From an optimization exercise on the open Yosys and OpenROAD flow, aimed at small area; shortcuts taken in it are not production practice. Only simulation tests tie the RTL to the original design; equivalence was not proved. Power figures rest on the tool's default switching activity, not on a simulated workload.

==> design.v <==
`timescale 1ns/1ps
`default_nettype none
package game_pkg;
	typedef enum logic [2-1:0] {
		ROCK    = 2'd0,
		SCISSOR = 2'd1,
		PAPER   = 2'd2
	} move_t;
	typedef struct packed {
		logic user_win;
		logic com_win;
		logic draw;
	} outcome_t;
	typedef enum logic {
		STRAT_CYCLER = 1'b0,
		STRAT_MARKOV = 1'b1
	} strategy_t;
	typedef union packed {
		struct packed {
			move_t user;  
			move_t com;
		} moves;
		logic [2*2-1:0] row;
	} round_key_u;
endpackage
`default_nettype wire
`timescale 1ns/1ps
`default_nettype none
package score_pkg;
	typedef logic [8-1:0] score_t;
	typedef logic [3:0] nibble_t;
	typedef logic [6:0] seg_t;
endpackage
`default_nettype wire
`timescale 1ns/1ps
`default_nettype none
module markov_predictor (
	input  logic             clock,
	input  logic             reset,
	input  logic             play,
	input  game_pkg::move_t  user_move,
	input  game_pkg::move_t  com_move,
	input  game_pkg::move_t  cyc_move,
	output game_pkg::move_t  choice
);
	localparam int ROWS = 1 << (2*2);  
	logic [8-1:0] counts [0:ROWS-1][0:3-1];
	logic [2*2-1:0] cur_key;  
	logic [2*2-1:0] prev_key;
	logic       have_prev;  
	logic [8-1:0] cnt_rock;
	logic [8-1:0] cnt_scissor;
	logic [8-1:0] cnt_paper;
	game_pkg::move_t predicted;
	always_comb begin
		cur_key = {user_move, com_move};
	end
	always_ff @(posedge clock or negedge reset) begin
		if (!reset) begin
			for (int r = 0; r < ROWS; r++) begin
				for (int c = 0; c < 3; c++) begin
					counts[r][c] <= '0;
				end
			end
			prev_key <= '0;
			have_prev <= 1'b0;
		end else if (play) begin
			if (have_prev) begin
				counts[prev_key][user_move] <= counts[prev_key][user_move] + 1'b1;
			end
			prev_key <= cur_key;  
			have_prev <= 1'b1;
		end
	end
	assign cnt_rock = counts[prev_key][game_pkg::ROCK];
	assign cnt_scissor = counts[prev_key][game_pkg::SCISSOR];
	assign cnt_paper = counts[prev_key][game_pkg::PAPER];
	always_comb begin
		if (cnt_rock == cnt_scissor && cnt_scissor == cnt_paper) begin
			predicted = cyc_move;  
		end else if (cnt_paper >= cnt_rock && cnt_paper >= cnt_scissor) begin
			predicted = game_pkg::PAPER;  
		end else if (cnt_rock == cnt_scissor) begin
			predicted = cyc_move[0] ? game_pkg::SCISSOR : game_pkg::ROCK;
		end else if (cnt_rock > cnt_scissor) begin
			predicted = game_pkg::ROCK;
		end else begin
			predicted = game_pkg::SCISSOR;
		end
	end
	always_comb begin
		case (predicted)
			game_pkg::ROCK:    choice = game_pkg::PAPER;
			game_pkg::SCISSOR: choice = game_pkg::ROCK;
			default: choice = game_pkg::SCISSOR;
		endcase
	end
endmodule
`default_nettype wire
`timescale 1ns/1ps
`default_nettype none
module computer_player (
	input  logic                clock,
	input  logic                reset,
	input  logic                play,
	input  logic                load,
	input  game_pkg::strategy_t strategy,
	input  game_pkg::move_t     user_move,
	output game_pkg::move_t     com_move
);
	game_pkg::strategy_t strat_q;
	game_pkg::move_t     cyc_move;
	game_pkg::move_t     markov_move;
	always_ff @(posedge clock or negedge reset) begin
		if (!reset) begin
			strat_q <= game_pkg::STRAT_CYCLER;
		end else if (load) begin
			strat_q <= strategy;
		end
	end
	always_ff @(posedge clock or negedge reset) begin
		if (!reset) begin
			cyc_move <= game_pkg::ROCK;
		end else if (cyc_move == game_pkg::move_t'(3 - 1)) begin
			cyc_move <= game_pkg::ROCK;
		end else begin
			cyc_move <= game_pkg::move_t'(cyc_move + 2'd1);
		end
	end
	markov_predictor u_markov (
		.clock     (clock),
		.reset     (reset),
		.play      (play),
		.user_move (user_move),
		.com_move  (com_move),  
		.cyc_move  (cyc_move),
		.choice    (markov_move)
	);
	assign com_move = (strat_q == game_pkg::STRAT_MARKOV) ? markov_move : cyc_move;
endmodule
`default_nettype wire
`timescale 1ns/1ps
`default_nettype none
module scoreboard (
	input  logic               clock,
	input  logic               reset,
	input  logic               play,
	input  game_pkg::move_t    user_move,
	input  game_pkg::move_t    com_move,
	output game_pkg::move_t    disp_user_move,
	output game_pkg::move_t    disp_com_move,
	output game_pkg::outcome_t disp_outcome,
	output score_pkg::score_t  disp_user_score,
	output score_pkg::score_t  disp_com_score
);
	game_pkg::move_t    latched_user;
	game_pkg::move_t    latched_com;
	game_pkg::outcome_t outcome;
	game_pkg::outcome_t verdict;
	score_pkg::score_t  user_score;
	score_pkg::score_t  com_score;
	function automatic logic beats(input game_pkg::move_t a, input game_pkg::move_t b);
		beats = (a == game_pkg::ROCK && b == game_pkg::SCISSOR) ||
			(a == game_pkg::SCISSOR && b == game_pkg::PAPER) ||
			(a == game_pkg::PAPER && b == game_pkg::ROCK);
	endfunction
	always_comb begin
		verdict.user_win = beats(user_move, com_move);
		verdict.com_win = beats(com_move, user_move);
		verdict.draw = (user_move == com_move);
	end
	always_ff @(posedge clock or negedge reset) begin
		if (!reset) begin
			latched_user <= game_pkg::ROCK;
			latched_com <= game_pkg::ROCK;
			outcome <= '0;
			user_score <= '0;
			com_score <= '0;
		end else if (play) begin
			latched_user <= user_move;
			latched_com <= com_move;
			outcome <= verdict;  
			if (verdict.user_win) begin
				user_score <= user_score + 1'b1;
			end
			if (verdict.com_win) begin
				com_score <= com_score + 1'b1;
			end
		end
	end
	assign disp_user_move = latched_user;
	assign disp_com_move = latched_com;
	assign disp_outcome = outcome;
	assign disp_user_score = user_score;
	assign disp_com_score = com_score;
endmodule
`default_nettype wire
`timescale 1ns/1ps
`default_nettype none
module seven_seg_display (
	input  game_pkg::move_t   disp_user_move,
	input  game_pkg::move_t   disp_com_move,
	input  score_pkg::score_t disp_user_score,
	input  score_pkg::score_t disp_com_score,
	output score_pkg::seg_t hex0,
	output score_pkg::seg_t hex1,
	output score_pkg::seg_t hex2,
	output score_pkg::seg_t hex3,
	output score_pkg::seg_t hex4,
	output score_pkg::seg_t hex5
);
	function automatic score_pkg::seg_t seg_of(input score_pkg::nibble_t value);
		case (value)
			4'h0:    seg_of = 7'b100_0000;
			4'h1:    seg_of = 7'b111_1001;
			4'h2:    seg_of = 7'b010_0100;
			4'h3:    seg_of = 7'b011_0000;
			4'h4:    seg_of = 7'b001_1001;
			4'h5:    seg_of = 7'b001_0010;
			4'h6:    seg_of = 7'b000_0010;
			4'h7:    seg_of = 7'b111_1000;
			4'h8:    seg_of = 7'b000_0000;
			4'h9:    seg_of = 7'b001_1000;
			4'hA:    seg_of = 7'b000_1000;
			4'hB:    seg_of = 7'b000_0011;
			4'hC:    seg_of = 7'b100_0110;
			4'hD:    seg_of = 7'b010_0001;
			4'hE:    seg_of = 7'b000_0110;
			default: seg_of = 7'b000_1110;
		endcase
	endfunction
	assign hex0 = seg_of(disp_user_score[3:0]);  
	assign hex1 = seg_of(disp_user_score[7:4]);
	assign hex2 = seg_of({{(4 - 2){1'b0}}, disp_user_move});
	assign hex3 = seg_of({{(4 - 2){1'b0}}, disp_com_move});
	assign hex4 = seg_of(disp_com_score[3:0]);  
	assign hex5 = seg_of(disp_com_score[7:4]);
endmodule
`default_nettype wire
`timescale 1ns/1ps
`default_nettype none
module rps_game (
	input  logic                clock,
	input  logic                reset,
	input  logic                play,
	input  logic                load,
	input  game_pkg::strategy_t strategy,
	input  game_pkg::move_t     user_move,
	output logic                user_win,
	output logic                com_win,
	output logic                draw,
	output score_pkg::seg_t     hex0,
	output score_pkg::seg_t     hex1,
	output score_pkg::seg_t     hex2,
	output score_pkg::seg_t     hex3,
	output score_pkg::seg_t     hex4,
	output score_pkg::seg_t     hex5
);
	game_pkg::move_t    com_move;  
	game_pkg::move_t    disp_user_move;
	game_pkg::move_t    disp_com_move;
	game_pkg::outcome_t disp_outcome;
	score_pkg::score_t  disp_user_score;
	score_pkg::score_t  disp_com_score;
	computer_player u_computer (
		.clock     (clock),
		.reset     (reset),
		.play      (play),
		.load      (load),
		.strategy  (strategy),
		.user_move (user_move),
		.com_move  (com_move)
	);
	scoreboard u_scoreboard (
		.clock     (clock),
		.reset     (reset),
		.play      (play),
		.user_move (user_move),
		.com_move  (com_move),
		.disp_user_move  (disp_user_move),
		.disp_com_move   (disp_com_move),
		.disp_outcome    (disp_outcome),
		.disp_user_score (disp_user_score),
		.disp_com_score  (disp_com_score)
	);
	seven_seg_display u_display (
		.disp_user_move  (disp_user_move),
		.disp_com_move   (disp_com_move),
		.disp_user_score (disp_user_score),
		.disp_com_score  (disp_com_score),
		.hex0 (hex0),
		.hex1 (hex1),
		.hex2 (hex2),
		.hex3 (hex3),
		.hex4 (hex4),
		.hex5 (hex5)
	);
	assign user_win = disp_outcome.user_win;
	assign com_win = disp_outcome.com_win;
	assign draw = disp_outcome.draw;
endmodule
`default_nettype wire
==> run.sh <==
#!/bin/bash
# synth_recipe.tcl (not shown) runs the flow's synth.tcl, then flattens the netlist and writes it again
# the make line also repeats each setting of config.mk as NAME=value (left out here)
make -C /OpenROAD-flow-scripts/flow DESIGN_CONFIG=/design/flow/config.mk WORK_HOME=/design/flow/orfs CLKGATE_MAP_FILE= SYNTH_SCRIPT=/design/flow/synth_recipe.tcl finish
==> config.mk <==
export PLATFORM = sky130hd
export DESIGN_NAME = rps_game
export DESIGN_NICKNAME = rps_game
export VERILOG_FILES = /design/flow/design.v
export SDC_FILE = /design/flow/constraint.sdc
export NUM_CORES = 8
export LEC_CHECK = 0
export CAP_MARGIN = 20
export CORE_MARGIN = 2
export CORE_UTILIZATION = 25
export PLACE_DENSITY = 0.5
export SLEW_MARGIN = 20
==> constraint.sdc <==
create_clock -name core_clock -period 10.0 [get_ports {clock}]
set_input_delay 2.0000 -clock core_clock [delete_from_list [all_inputs] [get_ports {clock}]]
set_output_delay 2.0000 -clock core_clock [all_outputs]
set_load 0.01 [all_outputs]
==> results of run 1 <==
## stage by stage
step / instance area, um2 / hold slack [ps] / utilization
after floorplan: 28600 / 440 / -
after global placement: 32900 / 465 / 0.289
after detailed placement: 33000 / 470 / 0.289
after CTS: 34700 / 481 / 0.305
after global routing: 34700 / 511 / 0.305
final: 34800 / 488 / 0.306
## state kept, by name (all words and copies together) (netlist names)
register,count
u_computer.cyc_move,2
u_computer.strat_q,1
u_computer.u_markov.counts,384
u_computer.u_markov.have_prev,1
u_computer.u_markov.prev_key,1
u_scoreboard.com_score,8
u_scoreboard.latched_com,1
u_scoreboard.latched_user,2
u_scoreboard.outcome,3
u_scoreboard.user_score,8
## cell type report
class / instances / area share
multi-input combinational: 2532 / 0.508
clock buffer: 75 / 0.0428
sequential: 411 / 0.295
timing repair buffer: 361 / 0.0836
antenna: 53 / 0.00381
clock inverter: 21 / 0.00661
tap: 1512 / 0.0543
inverter: 53 / 0.00571
## placed cells by master, fill, tap and decap left out, types with 79 or more instances in the layout
cell type    n
buf_4      305
mux2_2     209
nor2_1     201
nand4_1     89
a22oi_1    238
a22o_1     180
nor2_2      79
dfrtp_1    411
a221oi_1   197
o21ai_0    250
nand3_1    104
nand2_1    347
## cells by family (layout without fill, tap and decap cells)
| group | after synthesis | after routing | synth area share |
|---|---|---|---|
| mux | 240 | 240 | 0.0932 |
| flops | 411 | 411 | 0.360 |
| other cells | 1 | 55 | 0.000131 |
| fa+ha+maj | 64 | 64 | 0.0285 |
| compound gates | 1175 | 1175 | 0.306 |
| xor+xnor | 38 | 38 | 0.0132 |
| simple gates | 1013 | 1013 | 0.162 |
| buf+inv | 268 | 510 | 0.0373 |
## worst max-delay path by stage
stage,start,end,slack (ps),depth (start not counted)
floorplan,u_scoreboard.latched_com[0]$_DFFE_PN0P_,u_scoreboard.com_score[1]$_DFFE_PN0P_,2670,33
global placement,u_scoreboard.latched_user[1]$_DFFE_PN0P_,u_scoreboard.com_score[1]$_DFFE_PN0P_,1320,29
detailed placement,u_scoreboard.latched_user[1]$_DFFE_PN0P_,u_scoreboard.com_score[1]$_DFFE_PN0P_,1250,29
CTS,u_scoreboard.latched_com[0]$_DFFE_PN0P_,u_scoreboard.com_score[1]$_DFFE_PN0P_,1210,30
global route,u_scoreboard.latched_user[0]$_DFFE_PN0P_,u_scoreboard.com_score[1]$_DFFE_PN0P_,400,28
finish,u_scoreboard.latched_user[1]$_DFFE_PN0P_,u_scoreboard.com_score[1]$_DFFE_PN0P_,650,28
## critical path, delay by kind of cell (launching register included)
family	cells	cell delay, ps
AOI/OAI and AO/OA	9	2470
adders and majority gates	3	1590
buffers and inverters	3	870
DFF	1	480
muxes	1	320
and+or+nand+nor	12	3470
## routing by layer
metal  vias to the layer above  track usage  wire (um)
met5                         -       0.0784       1170
li1                      13100            -          -
met3                      1304        0.304      45200
met2                      4011        0.639     111000
met1                     18900        0.589     113000
met4                        49        0.385      30100
## where the power goes
part | internal, uW | total [uW] | switching [uW] | leakage (uW)
clock network | 1100 | 1970 | 874 | 0.000834
logic | 2390 | 9340 | 6950 | 0.00765
registers | 1950 | 2910 | 956 | 0.00561
total | 5440 | 14200 | 8790 | 0.0141
==> summary.md, run 1 <==
| Metric | Value |
|---|---|
| Status | timing/DRC/antenna clean |
| Area of the mapped netlist | between 20,000 and 30,000 um2 |
| CTS clk-pin slew, worst paths | ~60 ps |
| Critical Path Source Type | register |
| Reg2reg start | u_scoreboard.latched_user[1]$_DFFE_PN0P_ |
| VDD IR max | 343 uV |
| Area Overhead vs Synth | 21.9% |
| DIE HEIGHT | ~340 um |
| Critical Path End Type | register |
| CTS Hold Buffers Added | 0 |
| Final Cycle Share | 0.935 |
| RSZ-0062 raised after global routing | no |
| Total global-route track usage | 0.500 |
| Placed insts | 4,868 |
| Worst-Skew Late Latency | 690 ps |
| Worst-case clock skew | roughly 30 ps |
| CP max FO | 19 |
| # IOs | 52 |
| Slew @ Worst Pin | ~1400 ps |
| Root buffer cell | clkbuf_16 |
| Hold EP | u_computer.u_markov.have_prev$_DFFE_PN0P_ |
| Worst slack, placed | ~1300 ps |
| Die width | about 340 um |
| WHS Path Cells | 1 |
| H-tree depth | 2 |
| Port bufs | about 50 |
| Crit path max-delay cell type | nor2_2 |
| Post-synthesis cell type count | between 90 and 100 |
| Source of the worst hold timing path | u_computer.u_markov.have_prev$_DFFE_PN0P_ |
| Register area share after synthesis | 0.360 |
| Max-slew headroom | 0.0617 |
| Most common cell in the synthesized netlist | dfrtp_1 |
| CP max stage delay | 1020 ps |
| Die area | between 100,000 and 150,000 um2 |
| Cells after Synth | between 3,000 and 4,000 |
| # DRC | 0 |
| Most used DFF post-synth | dfrtp_1 |
| DR iter-0 viols | roughly 8,000 |
| Pin count of the biggest net entering global routing | ~160 |
| Fillers | 12,100 |
| Top cells by area, synth | dfrtp_1 36%, mux2_2 8.2%, a22oi_1 6.3%, a221oi_1 6.0%, a22o_1 5.5% |
| Seq. cell area | 10,300 um2 |
| Min-Delay Path Class | reg2reg |
| Post-synth top cells | 411 x dfrtp_1, 365 x nand2_1, 281 x nor2_1 |
| Total negative setup slack | 0 ps |
| CTS tree | built |
| Final nets | about 3,500 |
| Fin cells | approximately 5,000 |
| Core ar. | ~110,000 um2 |
| Fmax | about 110 MHz |
| Resize count post-CTS | 0 |
| Global placement routability congestion | between 1 and 1.5 |
| WL final | 300,000 um |
| P_leak | 0.0141 uW |
| Reg2reg setup slack | 650 ps |
| Initial Utilization | 0.251 |
| Final Max Slew Viols | 0 |
| Post-CTS setup buffers | 0 |
| # rows | 124 |
| Layout cells sized above 1 | 0.221 |
| First-pass DRT Iterations | 11 |
| Vias in the first global route | 32,800 |
| Tmin final | roughly 9300 ps |
| Maxcap violations | 0 |
| Flip-flop and latch count after synthesis | between 400 and 500 |
| R2R depth | 28 |
| Total gr overflow | 0 |
| Total power | about 14,000 uW |
| Via total after detailed routing | between 30,000 and 40,000 |
| Max Root-Sink Buffers | 3 |
| Routed wire per std cell | 59.9 um |
| Critical path arrival | 9910 ps |
| Post-detail-place hpwl | between 200,000 and 250,000 um |
| Final Hold Fails | 0 |
| First-pass GRT wire length | around 380,000 um |
| EDFF count, synth | 0 |
| Worst flop-to-flop path endpoint | u_scoreboard.com_score[1]$_DFFE_PN0P_ |
| Synth area leader | dfrtp_1 |
| Area of the multi-input gates | 17,700 um2 |
| WS Path Type | reg2reg |
| CP Data Required Time | 10,560 ps |
| Ys Warns | 5 |
| Avg Vias per Cell | around 7.4 |
| Post-route ant nets | 0 |
| Async SR Flop Fraction | 1.00 |
| Worst Slack Setup Final | 652 ps |
| Initial antenna violation count | 62 |
| Power Dens Cells | 408 nW/um2 |
| Synth Area per Inst | ~9 um2 |
| Cts bufs inserted | 53 |
| Setup violators final | 0 |
| Share of the synthesized area in the top cell type | 0.360 |
| # clock sinks | between 400 and 500 |
==> run 2: changes to the inputs <==
==> design.v (replaced) <==
`timescale 1ns/1ps
`default_nettype none
package game_pkg;
	typedef enum logic [2-1:0] {
		ROCK    = 2'd0,
		SCISSOR = 2'd1,
		PAPER   = 2'd2
	} move_t;
	typedef struct packed {
		logic user_win;
		logic com_win;
		logic draw;
	} outcome_t;
	typedef enum logic {
		STRAT_CYCLER = 1'b0,
		STRAT_MARKOV = 1'b1
	} strategy_t;
	typedef union packed {
		struct packed {
			move_t user;  
			move_t com;
		} moves;
		logic [2*2-1:0] row;
	} round_key_u;
endpackage
`default_nettype wire
`timescale 1ns/1ps
`default_nettype none
package score_pkg;
	typedef logic [8-1:0] score_t;
	typedef logic [3:0] nibble_t;
	typedef logic [6:0] seg_t;
endpackage
`default_nettype wire
`timescale 1ns/1ps
`default_nettype none
module rps_game (
	input  logic                clock,
	input  logic                reset,
	input  logic                play,
	input  logic                load,
	input  game_pkg::strategy_t strategy,
	input  game_pkg::move_t     user_move,
	output logic                user_win,
	output logic                com_win,
	output logic                draw,
	output score_pkg::seg_t     hex0,
	output score_pkg::seg_t     hex1,
	output score_pkg::seg_t     hex2,
	output score_pkg::seg_t     hex3,
	output score_pkg::seg_t     hex4,
	output score_pkg::seg_t     hex5
);
	localparam int CW = 8;
	logic       strat_q;
	logic [1:0] cyc;
	logic [1:0] pu, pc;     
	logic       have_prev;
	logic [8:0] valid;      
	logic [CW-1:0] cnt [0:8][0:2];
	logic [7:0] user_score, com_score;
	logic [2:0] pu_oh, pc_oh;
	logic [8:0] rsel;
	assign pu_oh = {pu == 2'd2, pu == 2'd1, pu == 2'd0};
	assign pc_oh = {pc == 2'd2, pc == 2'd1, pc == 2'd0};
	always_comb begin
		for (int i = 0; i < 3; i++)
			for (int j = 0; j < 3; j++)
				rsel[i*3+j] = pu_oh[i] & pc_oh[j];
	end
	logic [CW-1:0] rd [0:2];  
	always_comb begin
		for (int c = 0; c < 3; c++) begin
			rd[c] = '0;
			for (int k = 0; k < 9; k++)
				rd[c] = rd[c] | (cnt[k][c] & {CW{rsel[k] & valid[k]}});
		end
	end
	logic [CW-1:0] r, s, p;
	assign r = rd[0];
	assign s = rd[1];
	assign p = rd[2];
	logic [1:0] predicted, markov_move, com;
	always_comb begin
		if (r == s && s == p)
			predicted = cyc;
		else if (p >= r && p >= s)
			predicted = 2'd2;
		else if (r == s)
			predicted = cyc[0] ? 2'd1 : 2'd0;
		else if (r > s)
			predicted = 2'd0;
		else
			predicted = 2'd1;
		case (predicted)
			2'd0:    markov_move = 2'd2;
			2'd1:    markov_move = 2'd0;
			default: markov_move = 2'd1;
		endcase
	end
	assign com = strat_q ? markov_move : cyc;
	function automatic logic beats(input logic [1:0] a, input logic [1:0] b);
		beats = (a == 2'd0 && b == 2'd1) || (a == 2'd1 && b == 2'd2) || (a == 2'd2 && b == 2'd0);
	endfunction
	logic uw, cw;
	assign uw = beats(user_move, com);
	assign cw = beats(com, user_move);
	always_ff @(posedge clock or negedge reset) begin
		if (!reset) begin
			strat_q <= 1'b0;
		end else if (load) begin
			strat_q <= strategy;
		end
	end
	always_ff @(posedge clock or negedge reset) begin
		if (!reset) begin
			cyc <= 2'd0;
		end else begin
			cyc <= {cyc[0], ~cyc[0] & ~cyc[1]};
		end
	end
	always_ff @(posedge clock or negedge reset) begin
		if (!reset) begin
			pu <= 2'd0;
			pc <= 2'd0;
			have_prev <= 1'b0;
			user_score <= '0;
			com_score <= '0;
		end else if (play) begin
			pu <= user_move;
			pc <= com;
			have_prev <= 1'b1;
			if (uw) user_score <= user_score + 1'b1;
			if (cw) com_score <= com_score + 1'b1;
		end
	end
	logic [8:0] row_we;
	assign row_we = rsel & {9{play & have_prev}};
	always_ff @(posedge clock or negedge reset) begin
		if (!reset) begin
			valid <= '0;
		end else begin
			valid <= valid | row_we;
		end
	end
	logic [CW-1:0] wd [0:2];
	always_comb begin
		for (int c = 0; c < 3; c++)
			wd[c] = rd[c] + CW'(user_move == 2'(c));
	end
	always_ff @(posedge clock) begin
		for (int k = 0; k < 9; k++) begin
			if (row_we[k]) begin
				for (int c = 0; c < 3; c++)
					cnt[k][c] <= wd[c];
			end
		end
	end
	assign draw = have_prev & (pu == pc);
	assign user_win = have_prev & beats(pu, pc);
	assign com_win = have_prev & beats(pc, pu);
	function automatic score_pkg::seg_t seg_of(input score_pkg::nibble_t value);
		case (value)
			4'h0:    seg_of = 7'b100_0000;
			4'h1:    seg_of = 7'b111_1001;
			4'h2:    seg_of = 7'b010_0100;
			4'h3:    seg_of = 7'b011_0000;
			4'h4:    seg_of = 7'b001_1001;
			4'h5:    seg_of = 7'b001_0010;
			4'h6:    seg_of = 7'b000_0010;
			4'h7:    seg_of = 7'b111_1000;
			4'h8:    seg_of = 7'b000_0000;
			4'h9:    seg_of = 7'b001_1000;
			4'hA:    seg_of = 7'b000_1000;
			4'hB:    seg_of = 7'b000_0011;
			4'hC:    seg_of = 7'b100_0110;
			4'hD:    seg_of = 7'b010_0001;
			4'hE:    seg_of = 7'b000_0110;
			default: seg_of = 7'b000_1110;
		endcase
	endfunction
	assign hex0 = seg_of(user_score[3:0]);
	assign hex1 = seg_of(user_score[7:4]);
	assign hex2 = seg_of({2'b00, pu});
	assign hex3 = seg_of({2'b00, pc});
	assign hex4 = seg_of(com_score[3:0]);
	assign hex5 = seg_of(com_score[7:4]);
endmodule
`default_nettype wire
--- a/config.mk
+++ b/config.mk
@@ -7,6 +7,8 @@
 export LEC_CHECK = 0
 export CAP_MARGIN = 20
 export CORE_MARGIN = 2
-export CORE_UTILIZATION = 25
-export PLACE_DENSITY = 0.5
+export CORE_UTILIZATION = 60
+export CTS_BUF_LIST = sky130_fd_sc_hd__clkbuf_4 sky130_fd_sc_hd__clkbuf_8
+export CTS_CLUSTER_SIZE = 30
+export PLACE_DENSITY = 0.75
 export SLEW_MARGIN = 20
==> summary.md, run 2 <==
| Metric | Value |
|---|---|
| P_leak | 0.00463 uW (-67%) |
| Layout cells sized above 1 | 0.150 (-0.0705) |
| Maxcap violations | 0 (unchanged) |
| Total negative setup slack | 0 ps (unchanged) |
| VDD IR max | 185 uV (-46%) |
| Critical Path Source Type | register |
| Share of the synthesized area in the top cell type | 0.572 (+0.213) |
| Fillers | 1,271 (-90%) |
| Flip-flop and latch count after synthesis | 249 (-39%) |
| Hold WS | 421 ps (-67.3 ps) |
| Most frequent cells in the layout | 216 x edfxtp_1, 48 x clkdlybuf4s50_1, 46 x a22oi_1, 45 x ha_1, 45 x clkbuf_8 |
| Initial antenna violation count | 0 (-100%) |
| WL final | 26,000 um (-91%) |
| Die area | 20,000 um2 (-83%) |
| Avg Vias per Cell | 6.39 (-14%) |
| Ys Warns | 4 (-1) |
| Most used DFF post-synth | edfxtp_1 |
| CTS Hold Buffers Added | 0 (unchanged) |
| Area of the mapped netlist | 11,300 um2 (-60%) |
| Post-detail-place hpwl | 15,500 um (-93%) |
| Die width | 141 um (-59%) |
| Slew @ Worst Pin | 789 ps (-617 ps) |
| Commonest non-fill, non-tap cell in the layout | edfxtp_1 |
| Root buffer cell | clkbuf_8 |
| Vias in the first global route | 7,424 (-77%) |
| Synth Area per Inst | 13.7 um2 (+54%) |
| Post-synthesis cell type count | 72 (-27%) |
| Port bufs | 49 (unchanged) |
| CTS clk-pin slew, worst paths | 60 ps (about the same) |
| DR iter-0 viols | 748 (-91%) |
| # IOs | 52 (unchanged) |
| Cells after Synth | 825 (-74%) |
| Min-Delay Path Class | reg2reg |
| Post-route ant nets | 0 (unchanged) |
| Regs by FF count | cnt (216), valid (9) |
| Core ar. | 18,600 um2 (-84%) |
| Max-slew headroom | 0.474 (+0.412) |
| CP Data Required Time | 10,400 ps (-160 ps) |
| XOR/XNOR share of the synthesized area | 0.0301 (+0.0170) |
| CTS tree | built |
| Flip-flop count of the largest register, all copies and words added | 216 (-44%) |
| Power Dens Cells | 282 nW/um2 (-31%) |
| Post-CTS setup buffers | 0 (unchanged) |
| Critical path arrival | 5680 ps (-4230 ps) |
| Final nets | 939 (-73%) |
| Simple-gate portion of the synthesized area | 0.108 (-0.0539) |
| Post-synth top cells | 216 x edfxtp_1, 48 x nor2_1, 46 x a22oi_1 |
| Final Max Slew Viols | 0 (unchanged) |
| Top cells by area, synth | edfxtp_1 57%, dfrtp_1 7.3%, ha_1 5.0%, a22oi_1 3.0%, xnor2_1 2.7% |
| Final Cycle Share | 0.528 (-0.407) |
| Global placement routability congestion | 0.907 (-23%) |
| DIE HEIGHT | 141 um (-59%) |
| Fmax | 189 MHz (+77%) |
| Max Root-Sink Buffers | 3 (unchanged) |
| Area Overhead vs Synth | 13.1% |
| Post-synthesis compound-gate area fraction | 0.119 (-0.187) |
| Finished Cell Area | 12,800 um2 (-63%) |
| H-tree depth | 2 (unchanged) |
| First-pass DRT Iterations | 7 (-4) |
| Register area share after synthesis | 0.645 (+0.285) |
| Routed wire per std cell | 22.6 um (-62%) |
| Fraction of the mapped netlist area in adder cells | 0.0507 (+0.0222) |
| Worst-Skew Late Latency | 540 ps (-150 ps) |
| # clock sinks | 249 (-39%) |
| EDFF count, synth | 216 (+216) |
| Pin count of the biggest net entering global routing | 34 (-78%) |
| Via total after detailed routing | 7,353 (-80%) |
| Initial Utilization | 0.608 (+0.357) |
| Biggest register | cnt |
| Inserted Diodes | 0 (-100%) |
| DP Area | 12,000 um2 (-64%) |
| Tmin final | 5280 ps (-4070 ps) |
| Status | timing/DRC/antenna clean |
| Critical Path End Type | register |
| Worst-case clock skew | 20.4 ps (-8.99 ps) |
| First-pass GRT wire length | 40,400 um (-89%) |
| Synth area leader | edfxtp_1 |
| CP max FO | 15 (-4) |
| RSZ-0062 raised after global routing | no |
| Most common cell in the synthesized netlist | edfxtp_1 |
| Final Hold Fails | 0 (unchanged) |
| Setup violators final | 0 (unchanged) |
| Largest family of logic cells by synthesized area | compound AO/OA/AOI/OAI gates |
| WS Path Type | reg2reg |
| Total gr overflow | 0 (unchanged) |
| Cts bufs inserted | 40 (-25%) |
| # rows | 50 (-60%) |
| Async SR Flop Fraction | 0.133 (-0.867) |
| Total power | 3610 uW (-75%) |
| Resize count post-CTS | 0 (unchanged) |
| Mux cell area share after synthesis | 0.0115 (-0.0818) |
| # DRC | 0 (unchanged) |
| Total global-route track usage | 0.264 (-0.237) |
-- run 2: cell types whose count changed in the layout (fill, tap and decap cells not counted), moves of 75 or more --
cell      change
dfrtp_1     -378
nand2_1     -303
buf_4       -287
o21ai_0     -223
edfxtp_1    +216
mux2_2      -205
a22oi_1     -192
a221oi_1    -181
a22o_1      -172
nor2_1      -162
nand4_1      -85
nand3_1      -75
-- run 2: per-layer routing --
layer	routed length, um	GRT usage
met1	10600	0.360
met2	12700	0.433
met4	613	0.103
met5	0	0
met3	2060	0.0402
-- run 2: cells by family after synthesis --
logic type | count (synthesis)
DFF | 249
buffers and inverters | 87
xor gates and xnor gates | 39
AOI/OAI and AO/OA | 172
adders and majority gates | 46
other | 1
and+or+nand+nor | 219
muxes | 12
-- run 2: worst paths after layout --
| path | start | end | slack, ps | cells after the start |
|---|---|---|---|---|
| max | pc[0]$_DFFE_PN0P_ | com_score[1]$_DFFE_PN0P_ | 4720 | 18 |
| min | cyc[0]$_DFF_PN0_ | cyc[1]$_DFF_PN0_ | 420 | 0 |
| max reg2reg | pc[0]$_DFFE_PN0P_ | com_score[1]$_DFFE_PN0P_ | 4720 | 18 |
| min reg2reg | cyc[0]$_DFF_PN0_ | cyc[1]$_DFF_PN0_ | 420 | 0 |
| max in group asynchronous | reset | com_score[7]$_DFFE_PN0P_ | 7930 | 1 |
| min in group asynchronous | reset | valid[2]$_DFF_PN0_ | 1550 | 1 |
-- run 2: worst max-delay path, stage by stage (launching register included) --
cell and delay, ps:
dfrtp_1 530, nor2_1 190, and3_1 400, buf_4 310, a222oi_1 390, nand3_1 130
a221oi_1 480, inv_1 100, ha_1 310, and4_1 200, nand2_1 130, a2111oi_0 390
o32ai_1 160, a31oi_1 210, o31ai_2 170, xor2_1 200, o31ai_4 370, nand2_2 130
mux2_4 340
-- run 2: layout make-up --
type	count	area, um2	area share
sequential	249	7310	0.570
multi-input combinational	490	3640	0.284
clock buffer	58	717	0.0559
inverter	39	146	0.0114
timing repair buffer	67	621	0.0484
tap	234	293	0.0228
clock inverter	14	90.1	0.00703
-- run 2: per-stage QoR --
stage                     setup slack (ps)   util  cells
final                                 4720  0.688   1151
after floorplan                       5370      -    826
after CTS                             4790  0.688   1151
after global placement                5030  0.644   1079
after detailed placement              4830  0.644   1079
after global routing                  4270  0.688   1151
-- run 2: power breakdown --
group,internal (uW),total (uW),switching [uW]
combinational,495,1250,754
clock,487,868,381
sequential,1400,1500,95.4
total,2380,3610,1230
==> run 3: changes to the inputs <==
==> config.mk (replaced) <==
export PLATFORM = sky130hd
export DESIGN_NAME = rps_game
export DESIGN_NICKNAME = rps_game
export VERILOG_FILES = /design/flow/design.v
export SDC_FILE = /design/flow/constraint.sdc
export NUM_CORES = 8
export LEC_CHECK = 0
export CAP_MARGIN = 20
export CORE_MARGIN = 2
export CORE_UTILIZATION = 25
export PLACE_DENSITY = 0.5
export SLEW_MARGIN = 20
==> summary.md, run 3 <==
| Metric | Value |
|---|---|
| Regs by FF count | cnt (216), valid (9) |
| Initial antenna violation count | 0 (unchanged) |
| WS Path Type | reg2reg |
| Final Max Slew Viols | 0 (unchanged) |
| Status | timing/DRC/antenna clean |
| Ys Warns | 4 (unchanged) |
| Total negative setup slack | 0 ps (unchanged) |
| First-pass GRT wire length | 43,600 um (+7.7%) |
| Commonest non-fill, non-tap cell in the layout | edfxtp_1 |
| Hold EP | cyc[1]$_DFF_PN0_ |
| Fmax | 192 MHz (+1.3%) |
| Most frequent cells in the layout | 216 x edfxtp_1, 48 x clkdlybuf4s50_1, 46 x a22oi_1, 45 x ha_1, 44 x nand2_1 |
| # clock sinks | 249 (unchanged) |
| CTS tree | built |
| Biggest register | cnt |
| Reg2reg start | pc[0]$_DFFE_PN0P_ |
| Routed wire per std cell | 19.0 um (-16%) |
| DR iter-0 viols | 602 (-20%) |
| Async SR Flop Fraction | 0.133 (unchanged) |
| Post-synth top cells | 216 x edfxtp_1, 48 x nor2_1, 46 x a22oi_1 |
| RSZ-0062 raised after global routing | no |
| Vias in the first global route | 6,991 (-5.8%) |
| Pin count of the biggest net entering global routing | 34 (unchanged) |
| Worst-Skew Late Latency | 540 ps (about the same) |
| Final Cycle Share | 0.521 (-0.00684) |
| Critical path arrival | 5630 ps (-50 ps) |
| Global placement routability congestion | 0.759 (-16%) |
| Max-slew headroom | 0.446 (-0.0280) |
| Setup violators final | 0 (unchanged) |
| Initial Utilization | 0.251 (-0.357) |
| # IOs | 52 (unchanged) |
| P_leak | 0.00463 uW (about the same) |
| Most common cell in the synthesized netlist | edfxtp_1 |
| Cts bufs inserted | 27 (-33%) |
| Die area | 47,100 um2 (+140%) |
| Maxcap violations | 0 (unchanged) |
| # rows | 78 (+56%) |
| Synth Area per Inst | 13.7 um2 (unchanged) |
| Flip-flop and latch count after synthesis | 249 (unchanged) |
| Hold WS | 422 ps (+0.755 ps) |
| Port bufs | 49 (unchanged) |
| Most used DFF post-synth | edfxtp_1 |
| Area Overhead vs Synth | 17.8% |
| Tmin final | 5210 ps (-68.4 ps) |
| Top cells by area, synth | edfxtp_1 57%, dfrtp_1 7.3%, ha_1 5.0%, a22oi_1 3.0%, xnor2_1 2.7% |
| Reg2reg setup slack | 4790 ps (+70 ps) |
| WHS Path Cells | 0 (unchanged) |
| Avg Vias per Cell | 4.70 (-26%) |
| CTS clk-pin slew, worst paths | 60 ps (about the same) |
| Root buffer cell | clkbuf_16 |
| Max Root-Sink Buffers | 3 (unchanged) |
| Register area share after synthesis | 0.645 (unchanged) |
| Post-route ant nets | 0 (unchanged) |
| Flip-flop count of the largest register, all copies and words added | 216 (unchanged) |
| Total gr overflow | 0 (unchanged) |
| CTS Hold Buffers Added | 0 (unchanged) |
| Source of the worst hold timing path | cyc[0]$_DFF_PN0_ |
| Total global-route track usage | 0.120 (-0.144) |
| DIE HEIGHT | 217 um (+53%) |
| Min-Delay Path Class | reg2reg |
| VDD IR max | 151 uV (-18%) |
| CP max FO | 23 (+8) |
| CP Data Required Time | 10,420 ps (+20 ps) |
| Synth area leader | edfxtp_1 |
| Via total after detailed routing | 7,035 (-4.3%) |
| Met1 wire length | 13,200 um (+24%) |
| Routed wl met2 | 13,300 um (+4.7%) |
| H-tree depth | 1 (-1) |
| EDFF count, synth | 216 (unchanged) |
| Post-CTS setup buffers | 0 (unchanged) |
| Layout cells sized above 1 | 0.129 (-0.0210) |
| R2R depth | 18 (unchanged) |
| DR WL met3 | 1420 um (-31%) |
| Total power | 3720 uW (+3.0%) |
| First-pass DRT Iterations | 5 (-2) |
| Final Hold Fails | 0 (unchanged) |
| WL final | 28,400 um (+9.2%) |
| Slew @ Worst Pin | 825 ps (+36.1 ps) |
| Critical Path Source Type | register |
| Power Dens Cells | 279 nW/um2 (-1.1%) |
| Worst flop-to-flop path endpoint | com_score[1]$_DFFE_PN0P_ |
| Die width | 217 um (+53%) |
| Top layer in use | met4 |
| Final nets | 928 (-1.2%) |
| DP Area | 12,500 um2 (+3.9%) |
| Post-detail-place hpwl | 17,100 um (+9.9%) |
| Share of the synthesized area in the top cell type | 0.572 (unchanged) |
| Cells after Synth | 825 (unchanged) |
| Critical Path End Type | register |
| Finished Cell Area | 13,400 um2 (+4.1%) |
| Resize count post-CTS | 0 (unchanged) |
| Area of the mapped netlist | 11,300 um2 (unchanged) |
| Worst-case clock skew | 12.2 ps (-8.20 ps) |
| # DRC | 0 (unchanged) |
| Post-synthesis cell type count | 72 (unchanged) |
| Inserted Diodes | 0 (unchanged) |
| Core ar. | 45,100 um2 (+140%) |
-- run 3: power breakdown --
part	total [uW]	switching [uW]	internal [uW]
Combinational	1260	761	495
Clock	972	393	579
Sequential	1490	93.9	1400
Total	3720	1250	2470
-- run 3: area by class of cell --
| class | instances | area, um2 |
|---|---|---|
| inverter | 39 | 146 |
| sequential | 249 | 7310 |
| timing repair buffer | 69 | 636 |
| multi-input combinational | 490 | 3640 |
| clock buffer | 34 | 712 |
| tap | 600 | 751 |
| fill | 4557 | 31700 |
| clock inverter | 15 | 154 |
-- run 3: cells by family (layout without fill, tap and decap cells) --
family                     count (synthesis)  after routing  synth area share
and+or+nand+nor                          219            219             0.108
xor gates and xnor gates                  39             39            0.0301
muxes                                     12             12            0.0115
other                                      1              2          0.000331
DFF                                      249            249             0.645
buffers and inverters                     87            157            0.0357
adders and majority gates                 46             46            0.0507
AOI/OAI and AO/OA                        172            172             0.119
-- run 3: worst max-delay path, cell delays in order (launching register included) --
cell and delay [ps]:
dfrtp_1 550, nor2_1 220, and3_1 240, buf_4 260, a222oi_1 400, nand3_1 120, a221oi_1 620, inv_1 100
ha_1 290, and4_1 210, nand2_1 150, o311ai_0 410, o32ai_1 140, a31oi_1 190, o31ai_2 170, xor2_1 200
o31ai_4 380, nand2_2 130, mux2_4 300
-- run 3: per-layer routing --
| metal | track usage | vias to the layer above |
|---|---|---|
| met5 | 0 | - |
| met1 | 0.165 | 3557 |
| li1 | - | 3274 |
| met3 | 0.0211 | 35 |
| met4 | 0.0240 | 0 |
| met2 | 0.199 | 169 |
-- run 3: worst max path at each step --
stage | start | end | slack (ps) | cells after the start
5_1_grt | pc[0]$_DFFE_PN0P_ | com_score[1]$_DFFE_PN0P_ | 4350 | 18
3_5_place_dp | pc[0]$_DFFE_PN0P_ | com_score[1]$_DFFE_PN0P_ | 4770 | 18
6_report | pc[0]$_DFFE_PN0P_ | com_score[1]$_DFFE_PN0P_ | 4790 | 18
2_1_floorplan | pu[0]$_DFFE_PN0P_ | com_score[1]$_DFFE_PN0P_ | 5370 | 21
3_3_place_gp | pc[1]$_DFFE_PN0P_ | com_score[1]$_DFFE_PN0P_ | 4840 | 18
4_1_cts | pc[0]$_DFFE_PN0P_ | com_score[1]$_DFFE_PN0P_ | 4760 | 18
-- run 3: through the flow --
stage,util,cells,setup WS (ps)
floorplan,-,826,5370
global placement,0.277,1447,4840
detailed placement,0.277,1447,4770
CTS,0.296,1496,4760
global route,0.296,1496,4350
finish,0.296,1496,4790
==> run 4: changes to the inputs <==
--- a/config.mk
+++ b/config.mk
@@ -7,6 +7,9 @@
 export LEC_CHECK = 0
 export CAP_MARGIN = 20
 export CORE_MARGIN = 2
-export CORE_UTILIZATION = 25
-export PLACE_DENSITY = 0.5
+export CORE_UTILIZATION = 40
+export CTS_BUF_LIST = sky130_fd_sc_hd__clkbuf_8
+export CTS_CLUSTER_DIAMETER = 100
+export CTS_CLUSTER_SIZE = 20
+export PLACE_DENSITY = 0.6
 export SLEW_MARGIN = 20
==> summary.md, run 4 <==
| Metric | Value |
|---|---|
| Fmax | 184 MHz (-3.8%) |
| EDFF count, synth | 216 (unchanged) |
| Post-detail-place hpwl | 16,100 um (-5.4%) |
| Critical Path Source Type | register |
| Comb pwr share | 0.388 (+0.051) |
| Critical Path End Type | register |
| Sw Ratio | 0.360 (+0.0243) |
| First-pass DRT Iterations | 5 (unchanged) |
| Post-synthesis cell type count | 72 (unchanged) |
| Cts bufs inserted | 16 (-41%) |
| Flip-flop and latch count after synthesis | 249 (unchanged) |
| Die area | 29,700 um2 (-37%) |
| CP max FO | 13 (-43%) |
| Top Family by Delay on Critical Path | compound AO/OA/AOI/OAI gates |
| Total negative setup slack | 0 ps (unchanged) |
| # IOs | 52 (unchanged) |
| DIE HEIGHT | 172 um (-21%) |
| Post-synth top cells | 216 x edfxtp_1, 48 x nor2_1, 46 x a22oi_1 |
| Worst Path Buf+Inv | 2 (unchanged) |
| Sequential Power Share | 0.464 (+0.063) |
| WS Path Type | reg2reg |
| P_leak | 0.00438 uW (-5.5%) |
| Ys Warns | 4 (unchanged) |
| CP Data Required Time | 10,420 ps (about the same) |
| Pin count of the biggest net entering global routing | 34 (unchanged) |
| Final Hold Fails | 0 (unchanged) |
| Cells after Synth | 825 (unchanged) |
| Top cells by area, synth | edfxtp_1 57%, dfrtp_1 7.3%, ha_1 5.0%, a22oi_1 3.0%, xnor2_1 2.7% |
| Crit path max-delay cell type | a221oi_1 |
| Register area share after synthesis | 0.645 (unchanged) |
| Met1 wire length | 12,000 um (-8.9%) |
| Avg Vias per Cell | 5.49 (+17%) |
| Maxcap violations | 0 (unchanged) |
| # clock sinks | 249 (unchanged) |
| Final nets | 914 (-1.5%) |
| Power Dens Cells | 257 nW/um2 (-7.7%) |
| Routed wl met2 | 12,500 um (-5.3%) |
| Clock share of power | 0.148 (-0.113) |
| Layout cells sized above 1 | 0.106 (-0.0240) |
| Sw Pwr | 1150 uW (-7.5%) |
| CTS Hold Buffers Added | 0 (unchanged) |
| Vias in the first global route | 6,622 (-5.3%) |
| Inserted Diodes | 0 (unchanged) |
| Total gr overflow | 0 (unchanged) |
| Most common cell in the synthesized netlist | edfxtp_1 |
| Setup violators final | 0 (unchanged) |
| # rows | 61 (-22%) |
| Most frequent cells in the layout | 216 x edfxtp_1, 48 x clkdlybuf4s50_1, 46 x a22oi_1, 45 x inv_1, 45 x ha_1 |
| Top layer in use | met4 |
| Most used DFF post-synth | edfxtp_1 |
| Total global-route track usage | 0.180 (+0.0598) |
| Worst-Skew Late Latency | 540 ps (about the same) |
| Commonest non-fill, non-tap cell in the layout | edfxtp_1 |
| CP max stage delay | 590 ps (-30 ps) |
| Critical path arrival | 5840 ps (+210 ps) |
| Global placement routability congestion | 0.847 (+12%) |
| Initial Utilization | 0.407 (+0.155) |
| First-pass GRT wire length | 40,000 um (-8.1%) |
| Crit path cell chain | nor2_1 > and3_1 > buf_4 > a222oi_1 > nand3_1 > a221oi_1 > inv_1 > ha_1 > and4_1 > nand2_1 > o311ai_0 > o32ai_1 > a31oi_1 > o31ai_2 > xor2_1 > o31ai_4 > nand2_2 > mux2_4 |
| DR WL met3 | 1410 um (-1.1%) |
| Max Root-Sink Buffers | 3 (unchanged) |
| Initial antenna violation count | 0 (unchanged) |
| # DRC | 0 (unchanged) |
| Biggest register | cnt |
| H-tree depth | 1 (unchanged) |
| Final Max Slew Viols | 0 (unchanged) |
| Flip-flop count of the largest register, all copies and words added | 216 (unchanged) |
| WL final | 26,400 um (-6.9%) |
| Routed wire per std cell | 21.1 um (+11%) |
| VDD IR max | 117 uV (-23%) |
| Min-Delay Path Class | reg2reg |
| Via total after detailed routing | 6,867 (-2.4%) |
| Synth Area per Inst | 13.7 um2 (unchanged) |
| Core ar. | 27,900 um2 (-38%) |
| Share of the synthesized area in the top cell type | 0.572 (unchanged) |
| Worst-case clock skew | 26.4 ps (+14.1 ps) |
| Port bufs | 49 (unchanged) |
| Status | timing/DRC/antenna clean |
| Synth area leader | edfxtp_1 |
| Resize count post-CTS | 0 (unchanged) |
| Slew @ Worst Pin | 1100 ps (+274 ps) |
| Async SR Flop Fraction | 0.133 (unchanged) |
| Final Cycle Share | 0.542 (+0.0208) |
| Tmin final | 5420 ps (+208 ps) |
| Die width | 172 um (-21%) |
| Post-route ant nets | 0 (unchanged) |
| Regs by FF count | cnt (216), valid (9) |
| Hold WS | 446 ps (+24.0 ps) |
| RSZ-0062 raised after global routing | no |
| Max-slew headroom | 0.266 (-0.180) |
| Root buffer cell | clkbuf_8 |
| Internal cell power | 2050 uW (-17%) |
| DR iter-0 viols | 599 (-0.50%) |
| Area Overhead vs Synth | 10.1% |
| CTS tree | built |
| CTS clk-pin slew, worst paths | 120 ps (+60 ps) |
| Post-CTS setup buffers | 0 (unchanged) |
| Area of the mapped netlist | 11,300 um2 (unchanged) |
-- run 4: cell counts after synthesis --
No cell type changed its count.
-- run 4: layout make-up --
class,count,area (um2)
clock inverters,11,53.8
clock buffers,17,234
multi-input cells,490,3640
repair buffers,66,613
flip-flops and latches,249,7310
inverters,39,146
fillers,2519,15400
well taps,378,473
-- run 4: kinds of logic after synthesis --
| family | Yosys count | synth area share |
|---|---|---|
| buffers and inverters | 87 | 0.0357 |
| adders and majority gates | 46 | 0.0507 |
| DFF | 249 | 0.645 |
| muxes | 12 | 0.0115 |
| xor gates and xnor gates | 39 | 0.0301 |
| other | 1 | 0.000331 |
| and+or+nand+nor | 219 | 0.108 |
| AOI/OAI and AO/OA | 172 | 0.119 |
-- run 4: layer usage --
layer,track usage,vias up
met1,0.257,3415
li1,-,3225
met4,0.0347,0
met3,0.0238,27
met5,0,-
met2,0.297,200
-- run 4: final timing paths --
check                                  start                        to  slack (ps)  cells past startpoint
hold / removal              cyc[0]$_DFF_PN0_          cyc[1]$_DFF_PN0_         450                      0
setup / recovery           pc[0]$_DFFE_PN0P_  com_score[1]$_DFFE_PN0P_        4580                     18
max in group asynchronous              reset         pc[1]$_DFFE_PN0P_        7920                      1
min in group asynchronous              reset          cyc[0]$_DFF_PN0_        1540                      1
setup reg to reg           pc[0]$_DFFE_PN0P_  com_score[1]$_DFFE_PN0P_        4580                     18
hold reg to reg             cyc[0]$_DFF_PN0_          cyc[1]$_DFF_PN0_         450                      0
-- run 4: power groups by stage --
stage	Clock [uW]	Combinational, uW	Sequential, uW
6_report	474	1250	1490
3_5_place_dp	0	1250	1510
4_1_cts	488	1260	1490
3_3_place_gp	0	1230	1510
5_1_grt	521	1390	1500
2_1_floorplan	0	859	1460
-- run 4: metrics by stage --
step	cells	util	worst slack (ps)	area, um2	total power (uW)
6_report	1250	0.448	4580	12500	3210
5_1_grt	1250	0.448	4110	12500	3420
4_1_cts	1250	0.448	4560	12500	3230
3_5_place_dp	1222	0.438	4580	12200	2760
3_3_place_gp	1222	0.438	4610	12200	2740
2_1_floorplan	826	-	5370	11300	2320
==> run 5: changes to the inputs <==
==> flow/run.sh (new file) <==
#!/bin/bash
# Own layout flow: the standard synthesis, then the same synthesis again with an area-oriented
# ABC script and without the full/half-adder extraction step; the smaller netlist is kept only if
# its flip-flops (names and cell types) are exactly those of the standard synthesis. The layout
# then runs the standard ORFS flow (standard.sh) with small port buffers and a leaner clock tree.
set -uo pipefail
W=$PWD
F=$W/flow
R=$W/orfs/results/$FLOW_PLATFORM/rps_game/base
LIB=$FLOW_HOME/platforms/$FLOW_PLATFORM/lib/sky130_fd_sc_hd__tt_025C_1v80.lib

# 1. standard synthesis
bash standard.sh synth > $W/log_std_synth.txt 2>&1 || { echo "standard synthesis failed"; exit 1; }
cp $R/1_2_yosys.v $W/netlist_std.v

# 2. custom synthesis in its own ORFS work home
sed -e 's#^\(source \$::env(SCRIPTS_DIR)/synth_preamble.tcl\)#\1\nset abc_args [lreplace $abc_args 1 1 $::env(MY_ABC)]#' \
    -e 's#^\(\s*\)extract_fa {\*}\[dont_use_extract_fa_args\]#\1\# extract_fa skipped#' \
    $FLOW_HOME/scripts/synth.tcl > $W/synth_c.tcl
sed -e "s#source \$::env(SCRIPTS_DIR)/synth.tcl#source $W/synth_c.tcl#" $W/synth_recipe.tcl > $W/synth_recipe_c.tcl
sed -e "s#SYNTH_SCRIPT=[^ ]*#SYNTH_SCRIPT=$W/synth_recipe_c.tcl#" -e "s#WORK_HOME=[^ ]*#WORK_HOME=$W/orfs_c#" \
    -e '/^if \[\[ -f/,/^fi/d' standard.sh > $W/standard_c.sh
best=$W/netlist_std.v
for s in $F/abc_*.script; do
  n=$(basename $s .script)
  rm -rf $W/orfs_c
  if MY_ABC=$s bash $W/standard_c.sh synth > $W/log_synth_$n.txt 2>&1; then
    cp $W/orfs_c/results/$FLOW_PLATFORM/rps_game/base/1_2_yosys.v $W/netlist_$n.v
  fi
done
rm -rf $W/orfs_c
python3 $F/pick.py $LIB $W/netlist_std.v $W/netlist_abc_*.v > $W/log_pick.txt 2>&1
best=$(tail -1 $W/log_pick.txt)
[[ -f "$best" ]] || best=$W/netlist_std.v
if [[ "$best" != "$W/netlist_std.v" ]]; then
  cp "$best" $R/1_2_yosys.v
  rm -f $R/1_synth.odb
fi

# 3. layout
bash standard.sh \
  "BUFFER_PORTS_ARGS=-buffer_cell sky130_fd_sc_hd__buf_1" \
  "CTS_ARGS=-sink_clustering_enable -repair_clock_nets -dont_use_dummy_load -buf_list {sky130_fd_sc_hd__clkbuf_8 sky130_fd_sc_hd__clkbuf_16}" \
  finish > $W/log_layout.txt 2>&1 || { echo "layout failed"; tail -20 $W/log_layout.txt; exit 1; }
ls -la $W/out
==> flow/abc_amap.script (new file) <==
strash
dch -f
amap
topo
==> flow/abc_mapa.script (new file) <==
strash
dch -f
map -a
topo
==> flow/pick.py (new file) <==
# pick.py LIB STD.v CAND.v... : prints the smallest netlist whose flip-flops (instance names and
# cell types) equal the standard synthesis's; the last line is the chosen file
import re, sys
lib = open(sys.argv[1]).read()
area = {m.group(1): float(m.group(2)) for m in
        re.finditer(r'cell\s*\(\s*"?(\w+)"?\s*\)\s*\{.*?area\s*:\s*([\d.]+)', lib, re.S)}
seq = re.compile(r'sky130_fd_sc_hd__(e?df|dl|sdf|sedf)')
def read(path):
    cells, ffs = [], set()
    for m in re.finditer(r'^\s*(sky130_fd_sc_hd__\w+)\s+(\S+)\s*\(', open(path).read(), re.M):
        cells.append(m.group(1))
        if seq.match(m.group(1)):
            ffs.add((m.group(1), m.group(2)))
    return sum(area.get(c, 0.0) for c in cells), ffs
std_area, std_ffs = read(sys.argv[2])
best, best_area = sys.argv[2], std_area
print(f"{sys.argv[2]}: {std_area:.1f} um2, {len(std_ffs)} flip-flops")
for path in sys.argv[3:]:
    try:
        a, ffs = read(path)
    except OSError:
        continue
    same = ffs == std_ffs
    print(f"{path}: {a:.1f} um2, flip-flops {'match' if same else 'DIFFER'}")
    if same and a < best_area:
        best, best_area = path, a
print(best)
==> standard.sh (new file) <==
#!/bin/bash
# synth_recipe.tcl (not shown) runs the flow's synth.tcl, then flattens the netlist and writes it again
# the make line also repeats each setting of config.mk as NAME=value (left out here)
make -C /OpenROAD-flow-scripts/flow DESIGN_CONFIG=/design/flow/config.mk WORK_HOME=/design/flow/orfs CLKGATE_MAP_FILE= SYNTH_SCRIPT=/design/flow/synth_recipe.tcl "${@:-finish}"
--- a/config.mk
+++ b/config.mk
@@ -8,8 +8,5 @@
 export CAP_MARGIN = 20
 export CORE_MARGIN = 2
 export CORE_UTILIZATION = 40
-export CTS_BUF_LIST = sky130_fd_sc_hd__clkbuf_8
-export CTS_CLUSTER_DIAMETER = 100
-export CTS_CLUSTER_SIZE = 20
 export PLACE_DENSITY = 0.6
 export SLEW_MARGIN = 20
removed: run.sh
==> summary.md, run 5 <==
| Metric | Value |
|---|---|
| Status | timing/DRC/antenna clean |
| Crit path to | com_score[7]$_DFFE_PN0P_ |
| CP startpoint | pc[1]$_DFFE_PN0P_ |
| WS Path Type | reg2reg |
| CTS tree | built |
| Critical Path End Type | register |
| # rows | 58 (-4.9%) |
| Resize count post-CTS | 0 (unchanged) |
| Flip-flop count of the largest register, all copies and words added | 216 (unchanged) |
| Fillers | 2,299 (-8.7%) |
| CP Data Required Time | 10,430 ps (about the same) |
| Worst-case clock skew | 24.7 ps (-1.70 ps) |
| H-tree depth | 1 (unchanged) |
| WL final | 24,000 um (-8.9%) |
| Final nets | 859 (-6.0%) |
| Pin count of the biggest net entering global routing | 34 (unchanged) |
| Area of the mapped netlist | 10,200 um2 (-9.9%) |
| Die width | 164 um (-4.9%) |
| R2R depth | 29 (+11) |
| Cts bufs inserted | 27 (+11) |
| Synth Area per Inst | 13.3 um2 (-3.4%) |
| Core ar. | 25,100 um2 (-9.9%) |
| Most frequent cells in the layout | 216 x edfxtp_1, 109 x nor2_1, 77 x clkinv_1, 52 x a222oi_1, 48 x buf_1 |
| Tmin final | 6320 ps (+902 ps) |
| Area Overhead vs Synth | 13.5% |
| Total gr overflow | 0 (unchanged) |
| Critical path arrival | 6750 ps (+910 ps) |
| WHS Path Cells | 0 (unchanged) |
| DIE HEIGHT | 164 um (-4.9%) |
| Maxcap violations | 0 (unchanged) |
| Hold WS | 435 ps (-11.1 ps) |
| Global placement routability congestion | 0.871 (+2.8%) |
| Max Root-Sink Buffers | 3 (unchanged) |
| Vias in the first global route | 6,682 (+0.91%) |
| CP max stage delay | 670 ps (+80 ps) |
| Inserted Diodes | 0 (unchanged) |
| Initial Utilization | 0.407 (about the same) |
| # DRC | 0 (unchanged) |
| Initial antenna violation count | 0 (unchanged) |
| Seq. cell area | 7310 um2 (unchanged) |
| Final Cycle Share | 0.632 (+0.0902) |
| Ys Warns | 4 (unchanged) |
| Critical Path Source Type | register |
| Most frequent CP cell | nor2_1 |
| # clock sinks | 249 (unchanged) |
| Routed wire per std cell | 20.4 um (-3.5%) |
| Cells after Synth | 770 (-6.7%) |
| Total negative setup slack | 0 ps (unchanged) |
| Final Max Slew Viols | 0 (unchanged) |
| DP Area | 10,900 um2 (-10%) |
| Post-route ant nets | 0 (unchanged) |
| Port bufs | 49 (unchanged) |
| Worst flop-to-flop path endpoint | com_score[7]$_DFFE_PN0P_ |
| Area of the multi-input gates | 2650 um2 (-27%) |
| Reg2reg start | pc[1]$_DFFE_PN0P_ |
| Root buffer cell | clkbuf_16 |
| Utilization after layout | 0.462 (+0.0139) |
| Total global-route track usage | 0.185 (+0.00520) |
| Biggest register | cnt |
| CTS Hold Buffers Added | 0 (unchanged) |
| Avg Vias per Cell | 5.81 (+5.7%) |
| First-pass DRT Iterations | 7 (+2) |
| Slew @ Worst Pin | 1070 ps (-24.9 ps) |
| VDD IR max | 167 uV (+42%) |
| Crit path max-delay cell type | clkinv_1 |
| RSZ-0062 raised after global routing | no |
| # IOs | 52 (unchanged) |
| Layout cells sized above 1 | 0.0565 (-0.0490) |
| Via total after detailed routing | 6,851 (-0.23%) |
| Min-Delay Path Class | reg2reg |
| Setup violators final | 0 (unchanged) |
| DR iter-0 viols | 769 (+28%) |
| Commonest non-fill, non-tap cell in the layout | edfxtp_1 |
| CTS clk-pin slew, worst paths | 60 ps (-60 ps) |
| Regs by FF count | cnt (216), valid (9) |
| Post-detail-place hpwl | 14,500 um (-9.9%) |
| First-pass GRT wire length | 37,800 um (-5.6%) |
| Final Hold Fails | 0 (unchanged) |
| Die area | 26,800 um2 (-9.6%) |
| P_leak | 0.00370 uW (-15%) |
| CP max FO | 22 (+9) |
| Reg2reg setup slack | 3680 ps (-900 ps) |
| Finished Cell Area | 11,600 um2 (-7.1%) |
| Max-slew headroom | 0.282 (+0.0157) |
| Fmax | 158 MHz (-14%) |
| Power Dens Cells | 291 nW/um2 (+13%) |
| Post-CTS setup buffers | 0 (unchanged) |
| Worst-Skew Late Latency | 530 ps (about the same) |
-- run 5: changes by cell type in the layout (fill, tap and decap cells not counted), sizes merged, moves of 18 or more --
cell,change
clkinv,+75
nor2,+70
clkdlybuf4s50,-48
inv,-48
ha,-45
buf,+39
xnor2,-35
a222oi,+33
a22oi,-29
a21oi,+27
and3,-18
-- run 5: critical path: cells and delay by family, from the launching register on --
kind            cells  cell delay, ps
flops               1             400
simple gates       14            1880
compound gates     10            2660
buf+inv             5            1240
-- run 5: worst min-delay path by stage --
stage,startpoint,end,slack [ps]
finish,cyc[0]$_DFF_PN0_,cyc[1]$_DFF_PN0_,430
global route,cyc[0]$_DFF_PN0_,cyc[1]$_DFF_PN0_,450
CTS,cyc[0]$_DFF_PN0_,cyc[1]$_DFF_PN0_,440
detailed placement,cyc[0]$_DFF_PN0_,cyc[1]$_DFF_PN0_,410
global placement,cyc[0]$_DFF_PN0_,cyc[1]$_DFF_PN0_,410
floorplan,cyc[0]$_DFF_PN0_,cyc[1]$_DFF_PN0_,390
-- run 5: layout make-up --
type                            count  area share
Clock buffer                       27      0.0583
Tap cell                          330      0.0356
Inverter                           77      0.0249
Timing Repair Buffer               58      0.0218
Sequential cell                   249       0.631
Multi-Input combinational cell    439       0.229
-- run 5: power breakdown --
part / leakage (uW) / internal [uW] / switching, uW
clock: 0.000333 / 470 / 349
combinational: 0.00103 / 339 / 753
sequential: 0.00234 / 1380 / 78.0
total: 0.00370 / 2190 / 1180
-- run 5: metrics by stage --
step / total power [uW] / instances / setup slack [ps]
2_1_floorplan: 2220 / 771 / 4690
3_3_place_gp: 2550 / 1153 / 3880
3_5_place_dp: 2560 / 1153 / 3710
4_1_cts: 3380 / 1180 / 3660
5_1_grt: 3580 / 1180 / 2780
6_report: 3370 / 1180 / 3680
-- run 5: metal layers --
metal  wire, um  global-route usage  vias up
li1           -                   -     3212
met1      11000               0.276     3331
met2      10500               0.282      273
met3       1960              0.0288       35
met4        544              0.0534        0
met5          0                   0        -
==> run 6: changes to the inputs <==
--- a/flow/run.sh
+++ b/flow/run.sh
@@ -23,12 +23,15 @@
 best=$W/netlist_std.v
 for s in $F/abc_*.script; do
   n=$(basename $s .script)
-  rm -rf $W/orfs_c
-  if MY_ABC=$s bash $W/standard_c.sh synth > $W/log_synth_$n.txt 2>&1; then
-    cp $W/orfs_c/results/$FLOW_PLATFORM/rps_game/base/1_2_yosys.v $W/netlist_$n.v
-  fi
+  (
+    sed -e "s#WORK_HOME=[^ ]*#WORK_HOME=$W/orfs_$n#" $W/standard_c.sh > $W/standard_$n.sh
+    if MY_ABC=$s bash $W/standard_$n.sh synth > $W/log_synth_$n.txt 2>&1; then
+      cp $W/orfs_$n/results/$FLOW_PLATFORM/rps_game/base/1_2_yosys.v $W/netlist_$n.v
+    fi
+    rm -rf $W/orfs_$n
+  ) &
 done
-rm -rf $W/orfs_c
+wait
 python3 $F/pick.py $LIB $W/netlist_std.v $W/netlist_abc_*.v > $W/log_pick.txt 2>&1
 best=$(tail -1 $W/log_pick.txt)
 [[ -f "$best" ]] || best=$W/netlist_std.v
@@ -40,6 +43,6 @@
 # 3. layout
 bash standard.sh \
   "BUFFER_PORTS_ARGS=-buffer_cell sky130_fd_sc_hd__buf_1" \
-  "CTS_ARGS=-sink_clustering_enable -repair_clock_nets -dont_use_dummy_load -buf_list {sky130_fd_sc_hd__clkbuf_8 sky130_fd_sc_hd__clkbuf_16}" \
+  "CTS_ARGS=-sink_clustering_enable -repair_clock_nets -dont_use_dummy_load -buf_list {sky130_fd_sc_hd__clkbuf_8} -sink_clustering_size 15 -sink_clustering_max_diameter 100" \
   finish > $W/log_layout.txt 2>&1 || { echo "layout failed"; tail -20 $W/log_layout.txt; exit 1; }
 ls -la $W/out
==> flow/abc_ds1.script (new file) <==
strash
&get -n
&deepsyn -I 20 -J 10
&put
dch -f
amap
topo
--- a/config.mk
+++ b/config.mk
@@ -7,6 +7,6 @@
 export LEC_CHECK = 0
 export CAP_MARGIN = 20
 export CORE_MARGIN = 2
-export CORE_UTILIZATION = 40
-export PLACE_DENSITY = 0.6
+export CORE_UTILIZATION = 65
+export PLACE_DENSITY = 0.8
 export SLEW_MARGIN = 20
removed: flow/abc_mapa.script
==> summary.md, run 6 <==
| Metric | Value |
|---|---|
| Final Cycle Share | 0.678 (+0.0459) |
| Total negative setup slack | 0 ps (unchanged) |
| Initial antenna violation count | 0 (unchanged) |
| Maxcap violations | 0 (unchanged) |
| Slew @ Worst Pin | 1040 ps (-34.1 ps) |
| First-pass GRT wire length | 36,500 um (-3.3%) |
| Die area | 16,300 um2 (-39%) |
| Port bufs | 49 (unchanged) |
| # clock sinks | 249 (unchanged) |
| DR iter-0 viols | 1,144 (+49%) |
| WL final | 23,300 um (-3.0%) |
| Status | timing/DRC/antenna clean |
| Total global-route track usage | 0.294 (+0.109) |
| Initial Utilization | 0.658 (+0.251) |
| Final Hold Fails | 0 (unchanged) |
| Post-CTS setup buffers | 0 (unchanged) |
| Reg2reg start | pc[1]$_DFFE_PN0P_ |
| Global placement routability congestion | 0.878 (+0.87%) |
| Worst flop-to-flop path endpoint | com_score[7]$_DFFE_PN0P_ |
| Layout cells sized above 1 | 0.0553 (-0.00119) |
| Critical path arrival | 7220 ps (+470 ps) |
| CP Data Required Time | 10,430 ps (about the same) |
| # IOs | 52 (unchanged) |
| CP max FO | 24 (+9.1%) |
| RSZ-0062 raised after global routing | no |
| Max-slew headroom | 0.302 (+0.0201) |
| CTS clk-pin slew, worst paths | 90 ps (+30 ps) |
| DP Area | 10,400 um2 (-4.4%) |
| Hold WS | 420 ps (-14.9 ps) |
| CTS tree | built |
| Resize count post-CTS | 0 (unchanged) |
| Via total after detailed routing | 6,775 (-1.1%) |
| Finished Cell Area | 10,700 um2 (-7.6%) |
| Cells after Synth | 719 (-6.6%) |
| Crit path max-delay cell type | clkinv_1 |
| Pin count of the biggest net entering global routing | 34 (unchanged) |
| Core ar. | 15,100 um2 (-40%) |
| R2R depth | 34 (+17%) |
| # DRC | 0 (unchanged) |
| Final nets | 805 (-6.3%) |
| WHS Path Cells | 0 (unchanged) |
| Root buffer cell | clkbuf_8 |
| Min-Delay Path Class | reg2reg |
| Area of the mapped netlist | 9930 um2 (-2.8%) |
| Source of the worst hold timing path | cyc[0]$_DFF_PN0_ |
| Routed wire per std cell | 23.7 um (+16%) |
| Total gr overflow | 0 (unchanged) |
| VDD IR max | 223 uV (+34%) |
| Synth Area per Inst | 13.8 um2 (+4.1%) |
| Max Root-Sink Buffers | 3 (unchanged) |
| P_leak | 0.00339 uW (-8.4%) |
| Flip-flop count of the largest register, all copies and words added | 216 (unchanged) |
| CTS Hold Buffers Added | 0 (unchanged) |
| Vias in the first global route | 6,738 (+0.84%) |
| Cts bufs inserted | 20 (-26%) |
| Hold EP | cyc[1]$_DFF_PN0_ |
| Ys Warns | 4 (unchanged) |
| Biggest register | cnt |
| WS Path Type | reg2reg |
| Most frequent cells in the layout | 216 x edfxtp_1, 87 x nor2_1, 74 x clkinv_1, 57 x a222oi_1, 48 x buf_1 |
| Reg2reg setup slack | 3220 ps (-460 ps) |
| Critical Path Source Type | register |
| Fmax | 147 MHz (-6.8%) |
| Post-route ant nets | 0 (unchanged) |
| Avg Vias per Cell | 6.89 (+19%) |
| Inserted Diodes | 0 (unchanged) |
| H-tree depth | 1 (unchanged) |
| Setup violators final | 0 (unchanged) |
| Power Dens Cells | 281 nW/um2 (-3.5%) |
| Area Overhead vs Synth | 7.90% |
| First-pass DRT Iterations | 8 (+1) |
| Utilization after layout | 0.710 (+0.249) |
| Worst-Skew Late Latency | 530 ps (about the same) |
| # rows | 45 (-22%) |
| Die width | 128 um (-22%) |
| DIE HEIGHT | 128 um (-22%) |
| Tmin final | 6780 ps (+459 ps) |
| Most frequent CP cell | nor2_1 |
| Worst-case clock skew | 27.7 ps (+3.05 ps) |
| Commonest non-fill, non-tap cell in the layout | edfxtp_1 |
| Regs by FF count | cnt (216), valid (9) |
| Post-detail-place hpwl | 13,800 um (-4.9%) |
| Total power | 3010 uW (-11%) |
| CP max stage delay | 770 ps (+100 ps) |
| Final Max Slew Viols | 0 (unchanged) |
| Critical Path End Type | register |
-- run 6: how the worst max path moves through the flow --
stage | from | endpoint | slack (ps) | depth (start not counted)
after floorplan | pc[1]$_DFFE_PN0P_ | com_score[7]$_DFFE_PN0P_ | 4690 | 34
after global placement | pc[1]$_DFFE_PN0P_ | com_score[7]$_DFFE_PN0P_ | 3610 | 34
after detailed placement | pc[1]$_DFFE_PN0P_ | com_score[7]$_DFFE_PN0P_ | 3420 | 34
after CTS | pc[1]$_DFFE_PN0P_ | com_score[7]$_DFFE_PN0P_ | 3320 | 34
after global routing | pu[0]$_DFFE_PN0P_ | com_score[7]$_DFFE_PN0P_ | 2540 | 36
final | pc[1]$_DFFE_PN0P_ | com_score[7]$_DFFE_PN0P_ | 3220 | 34
-- run 6: metrics by stage --
step                      instances  worst slack (ps)
after floorplan                 720              4690
after global placement          964              3610
after detailed placement        964              3420
after CTS                       984              3320
after global routing            984              2540
final                           984              3220
-- run 6: worst max-delay path, delay by kind of cell (launching register included) --
family,cells,cell delay [ps]
simple gates,15,2290
compound gates,10,2370
flops,1,400
buf+inv,9,1650
-- run 6: cell type report --
type | count | area, um2
timing repair buffer | 62 | 283
clock buffer | 20 | 275
sequential | 249 | 7310
fill | 1007 | 4370
inverter | 74 | 278
tap | 188 | 235
multi-input combinational | 391 | 2330
-- run 6: power by group --
| part | internal (uW) | switching [uW] |
|---|---|---|
| combinational | 318 | 748 |
| sequential | 1400 | 69.8 |
| clock | 180 | 296 |
-- run 6: routing by layer --
layer  vias to the layer above  wire length, um  part of all wire  GRT usage
met4                         0              514             0.022     0.0918
met2                       442            11600              0.50      0.493
li1                       2981                -                 -          -
met5                         -                0                 0          0
met3                        57             2370              0.10     0.0519
met1                      3295             8880              0.38      0.401

Re-timed with assumed drivers on the ports (clkbuf_16 on the clock, buf_2 on other inputs), run 6 has 3.219 ns of setup slack against 3.219 ns with ideal ports, and 3.219 ns once port delays also move by the mid clock arrival of 0.556 ns.
